Background: an optimization exercise with open tools, aiming at small area, a short achievable clock period and few clock cycles per item. Do not read the settings as production practice. RTL that was checked went through simulation tests only; none was proved equivalent to the original. Power figures rest on the tool's default switching activity, not on a simulated workload.

## before
// DataPath
module DataPath (
	input logic Clock,
	input logic rst,
	input logic pcIn,
	input logic irIn,
	input logic yIn,
	input logic marIn,
	input logic mdrIn,
	input logic zIn,
	input logic [15:0] regIn,
	input logic pcOut,
	input logic irOut,
	input logic zHiOut,
	input logic zLoOut,
	input logic mdrOut,
	input logic [15:0] regOut,
	input logic read,
	input logic incPc,
	input logic [3:0] aluOp,
	input logic [31:0] mdataIn,
	input logic mdReq,
	output logic mdAck,
	output logic [31:0] busOut,
	output logic [31:0] memAddr
);
	localparam int NumRegs = 16;
	logic [NumRegs*dataPkg::WordBits-1:0] regs;
	dataPkg::wordT pc, ir, y;
	dataPkg::wordT mdr;
	dataPkg::wordT zHi, zLo;
	dataPkg::wordT busM;   
	logic mdReqInt;
	logic mdIsDiv;
	dataPkg::wordT mdA, mdB, mdANorm;
	logic [4:0] mdNormAmt;
	logic mdAckInt;
	logic mdALtB;
	dataPkg::dwordT mdResult;
	assign busM = busOut & {dataPkg::WordBits{~rst}};
	RegisterFile #(.NumRegs(NumRegs)) regFile0 (
		.Clock(Clock), .rst(rst), .busM(busM),
		.pcIn(pcIn), .irIn(irIn), .yIn(yIn), .regIn(regIn),
		.regs(regs), .pc(pc), .ir(ir), .y(y)
	);
	MemoryPort memPort0 (
		.Clock(Clock), .rst(rst), .busM(busM), .mdataIn(mdataIn),
		.marIn(marIn), .mdrIn(mdrIn), .read(read),
		.mar(memAddr), .mdr(mdr)
	);
	BusMux #(.NumRegs(NumRegs)) busMux0 (
		.regs(regs), .pc(pc), .ir(ir), .zHi(zHi), .zLo(zLo), .mdr(mdr),
		.pcOut(pcOut), .irOut(irOut), .zHiOut(zHiOut), .zLoOut(zLoOut),
		.mdrOut(mdrOut), .regOut(regOut), .busOut(busOut)
	);
	AluStage alu0 (
		.Clock(Clock), .rst(rst), .y(y), .busIn(busOut), .aluOp(aluOp),
		.incPc(incPc), .zIn(zIn), .mdReq(mdReq),
		.zHi(zHi), .zLo(zLo), .mdAck(mdAck),
		.mdReqOut(mdReqInt), .mdIsDiv(mdIsDiv), .mdA(mdA), .mdB(mdB),
		.mdANorm(mdANorm), .mdNormAmt(mdNormAmt), .mdALtB(mdALtB),
		.mdAckIn(mdAckInt), .mdResult(mdResult)
	);
	MulDivUnit mulDiv0 (
		.Clock(Clock), .rst(rst),
		.mdReq(mdReqInt), .mdIsDiv(mdIsDiv), .mdA(mdA), .mdB(mdB),
  ...
==> module MulDivUnit, before the edit <==
module MulDivUnit (
	input logic Clock,
	input logic rst,
	input logic mdReq,
	input logic mdIsDiv,
	input dataPkg::wordT mdA,       
	input dataPkg::wordT mdB,       
	input dataPkg::wordT mdANorm,   
	input logic mdALtB,
	output logic [4:0] mdNormAmt,
	output logic mdAck,
	output dataPkg::dwordT mdResult   
);
	logic active;
	logic ack;
	logic isDiv;
	logic [5:0] cnt;   
	logic [1:0] cr;    
	logic fresh;       
	logic bZeroR;      
	logic aLtBR;       
	dataPkg::wordT opnd;   
	dataPkg::wordT hi;
	dataPkg::wordT lo;
	logic [5:0] lz;
	always_comb begin
		lz = 6'd32;
		for (int i = 0; i < 32; i++) begin
			if (mdA[i]) begin
				lz = 6'(31 - i);
			end
		end
	end
	logic bZero, divEarly, skip;
	logic [5:0] nStart;
	assign bZero = (mdB == '0);
	assign divEarly = mdIsDiv && (bZero || mdALtB);
	assign skip = bZeroR || aLtBR;
	assign mdNormAmt = mdIsDiv ? lz[4:0] : {lz[4:1], 1'b0};
	assign nStart = lz[5] ? 6'd0
		: mdIsDiv ? 6'd32 - lz : 6'd16 - {2'b00, lz[4:1]};
	dataPkg::wordT hiEff;
	assign hiEff = fresh ? '0 : hi;
	logic [33:0] row0, pp0, pp1;
	logic [33:0] s1, c1;
	logic [33:0] sum;
	dataPkg::wordT shifted;
	assign shifted = {hiEff[30:0], lo[31]};
	assign row0 = isDiv ? {2'b00, shifted} : {2'b00, hiEff[29:0], 2'b00};
	assign pp0 = isDiv ? {2'b00, ~opnd} : (lo[30] ? {2'b00, opnd} : '0);
	assign pp1 = (!isDiv && lo[31]) ? {1'b0, opnd, 1'b0} : '0;
	always_comb begin
		s1 = row0 ^ pp0 ^ pp1;
		c1 = {((row0 & pp0) | (row0 & pp1) | (pp0 & pp1)), 1'b0};
	end
	assign sum = s1 + (c1 | {33'd0, isDiv});   
	logic q;
	dataPkg::wordT hiNext, loNext;
	assign q = hiEff[31] | sum[32];   
	assign hiNext = (isDiv && !q) ? shifted : sum[31:0];
	assign loNext = isDiv ? {lo[30:0], q} : {lo[29:0], hiEff[31:30]} + {28'd0, cr, 2'b00};
	dataPkg::wordT loOut;
	always_comb begin
		if (bZeroR) begin
			loOut = isDiv ? dataPkg::DivZeroQuot : '0;
		end else if (aLtBR) begin
			loOut = '0;
		end else begin
			loOut = lo + {30'd0, cr};
		end
	end
	assign mdResult = {hi, loOut};
	assign mdAck = ack;
	logic start;
	assign start = mdReq && !active;
	always_ff @(posedge Clock) begin
		if (rst) begin
			active <= 1'b0;
			ack <= 1'b0;
			cnt <= '0;
		end else if (start) begin
			active <= 1'b1;
			ack <= (nStart == 6'd0) || divEarly || bZero;
			cnt <= nStart;
		end else begin
			active <= active && mdReq;
			ack <= active && mdReq && (ack || cnt == 6'd1);
			if (cnt != '0) begin
				cnt <= cnt - 6'd1;
			end
		end
	end
	always_ff @(posedge Clock) begin
		if (start) begin
			isDiv <= mdIsDiv;
			opnd <= mdB;
			hi <= mdIsDiv ? mdA : '0;
			lo <= mdANorm;
			cr <= 2'b00;
			fresh <= 1'b1;
			bZeroR <= bZero;
			aLtBR <= mdIsDiv && mdALtB;
		end else if (cnt != '0 && !skip) begin
			fresh <= 1'b0;
			hi <= hiNext;
			lo <= loNext;
			cr <= isDiv ? 2'b00 : sum[33:32];
		end
	end
endmodule
clock: 10.0 ns
lec_check: 0
abc_area: 1
cap_margin: 20
core_margin: 2
core_utilization: 50
cts_buf_list: sky130_fd_sc_hd__clkbuf_8
setup_slack_margin: 4.0
slew_margin: 20
run.sh (not shown) runs the stock make flow with config.mk's settings and CLKGATE_MAP_FILE= SYNTH_SCRIPT=/design/flow/synth_recipe.tcl, a recipe that flattens the netlist after the stock synthesis.
Testbench counts of before, summed over its fixed seeds: cycles 146,723, items 20,000.
Setup changes, before to after
==> flow/design.v, changed modules only <==
module MulDivUnit (
	input logic Clock,
	input logic rst,
	input logic mdReq,
	input logic mdIsDiv,
	input dataPkg::wordT mdA,       
	input dataPkg::wordT mdB,       
	input dataPkg::wordT mdANorm,   
	input logic mdALtB,
	output logic [4:0] mdNormAmt,
	output logic mdAck,
	output dataPkg::dwordT mdResult   
);
	logic active;
	logic ack;
	logic isDiv;
	logic [5:0] cnt;   
	logic [3:0] cr;    
	logic fresh;       
	logic bZeroR;      
	logic aLtBR;       
	dataPkg::wordT opnd;   
	dataPkg::wordT hi;
	dataPkg::wordT lo;
	logic [5:0] lz;
	always_comb begin
		lz = 6'd32;
		for (int i = 0; i < 32; i++) begin
			if (mdA[i]) begin
				lz = 6'(31 - i);
			end
		end
	end
	logic bZero, divEarly, skip;
	logic [5:0] nStart;
	assign bZero = (mdB == '0);
	assign divEarly = mdIsDiv && (bZero || mdALtB);
	assign skip = bZeroR || aLtBR;
	assign mdNormAmt = mdIsDiv ? lz[4:0] : {lz[4:2], 2'b00};
	assign nStart = lz[5] ? 6'd0
		: mdIsDiv ? 6'd32 - lz : 6'd8 - {3'b000, lz[4:2]};
	dataPkg::wordT hiEff;
	assign hiEff = fresh ? '0 : hi;
	logic [35:0] row0, pp0, pp1, pp2, pp3;
	logic [35:0] s1, c1, s2, c2, s3, c3;
	logic [35:0] sum;
	dataPkg::wordT shifted;
	assign shifted = {hiEff[30:0], lo[31]};
	assign row0 = isDiv ? {4'b0000, shifted} : {4'b0000, hiEff[27:0], 4'b0000};
	assign pp0 = isDiv ? {4'b0000, ~opnd} : (lo[28] ? {4'b0000, opnd} : '0);
	assign pp1 = (!isDiv && lo[29]) ? {3'b000, opnd, 1'b0} : '0;
	assign pp2 = (!isDiv && lo[30]) ? {2'b00, opnd, 2'b00} : '0;
	assign pp3 = (!isDiv && lo[31]) ? {1'b0, opnd, 3'b000} : '0;
	always_comb begin
		s1 = row0 ^ pp0 ^ pp1;
		c1 = {((row0 & pp0) | (row0 & pp1) | (pp0 & pp1)), 1'b0};
		s2 = pp2 ^ pp3 ^ s1;
		c2 = {((pp2 & pp3) | (pp2 & s1) | (pp3 & s1)), 1'b0};
		s3 = s2 ^ c2 ^ c1;
		c3 = {((s2 & c2) | (s2 & c1) | (c2 & c1)), 1'b0};
	end
	assign sum = s3 + (c3 | {35'd0, isDiv});   
	logic q;
	dataPkg::wordT hiNext, loNext;
	assign q = hiEff[31] | sum[32];   
	assign hiNext = (isDiv && !q) ? shifted : sum[31:0];
	assign loNext = isDiv ? {lo[30:0], q} : {lo[27:0], hiEff[31:28]} + {24'd0, cr, 4'b0000};
	dataPkg::wordT loOut;
	always_comb begin
		if (bZeroR) begin
			loOut = isDiv ? dataPkg::DivZeroQuot : '0;
		end else if (aLtBR) begin
			loOut = '0;
		end else begin
			loOut = lo + {28'd0, cr};
		end
	end
	assign mdResult = {hi, loOut};
	assign mdAck = ack;
	logic start;
	assign start = mdReq && !active;
	always_ff @(posedge Clock) begin
		if (rst) begin
			active <= 1'b0;
			ack <= 1'b0;
			cnt <= '0;
		end else if (start) begin
			active <= 1'b1;
			ack <= (nStart == 6'd0) || divEarly || bZero;
			cnt <= nStart;
		end else begin
			active <= active && mdReq;
			ack <= active && mdReq && (ack || cnt == 6'd1);
			if (cnt != '0) begin
				cnt <= cnt - 6'd1;
			end
		end
	end
	always_ff @(posedge Clock) begin
		if (start) begin
			isDiv <= mdIsDiv;
			opnd <= mdB;
			hi <= mdIsDiv ? mdA : '0;
			lo <= mdANorm;
			cr <= 4'b0000;
			fresh <= 1'b1;
			bZeroR <= bZero;
			aLtBR <= mdIsDiv && mdALtB;
		end else if (cnt != '0 && !skip) begin
			fresh <= 1'b0;
			hi <= hiNext;
			lo <= loNext;
			cr <= isDiv ? 4'b0000 : sum[35:32];
		end
	end
endmodule
==> comparison <==
Going from before to after, total global-route track usage grew by 3.0 points; number of non-clock buffers grew by 73; power consumed by the clock network grew by about 3%; maximum frequency shrank by about 0.8%. after vs before: number of fillers in the final layout up in after. Of the two values seen for worst setup path category, register to register was produced by after and input pin to primary output by before. | clock-buffer cell count | after vs before | 2.0% lower |. Of the two values seen for capture point of the worst path, busOut[31] was produced by before and mulDiv0.hi[29]$_DFFE_PP_ by after. Power attributed to combinational cells: after higher than before. Between before and after, post-synthesis cell area increased. Comparing after and before, number of well taps is higher on after. Worst voltage drop across the vdd grid went up by more than half going from before to after. [compare] base=before new=after: clock skew went up, portion of the clock cycle consumed by the worst path in the final layout +0.51 points, fraction of power consumed by sequential logic decreased by 8.9 points relative to the old numbers.
No functional check of the RTL was part of after.

==> separate check: timing with driven ports <==
The results above use ideal ports. As a check the final layouts listed here were re-extracted and re-timed, cells and wires unchanged. Step 1: set_driving_cell puts a clkbuf_16 on Clock and a buf_2 on each other input, an assumption about the parent block. Step 2, shift: input delay + t, output delay - t, t = (earliest + latest rising clock arrival at the registers) / 2. This alone moves slack from input paths to output paths. Slacks: ideal ports / drivers / drivers and shift; pairs: ideal ports / drivers.
run | t, ns | setup slack, ns | hold WS [ns] | latest minus earliest clock arrival (ns) | worst data-port slew with drivers (ns)
before | 0.913 | 3.971 / 3.917 / 3.196 | 0.500 / 0.500 / 0.500 | 0.050 / 0.049 | 0.08
after | 0.933 | 3.921 / 3.820 / 3.107 | 0.500 / 0.500 / 0.500 | 0.054 / 0.054 | 0.23
After both steps setup and hold are still met in every run listed. The setup slack of after, which loses most, moves by -0.101 ns with the drivers and by -0.814 ns with both steps.
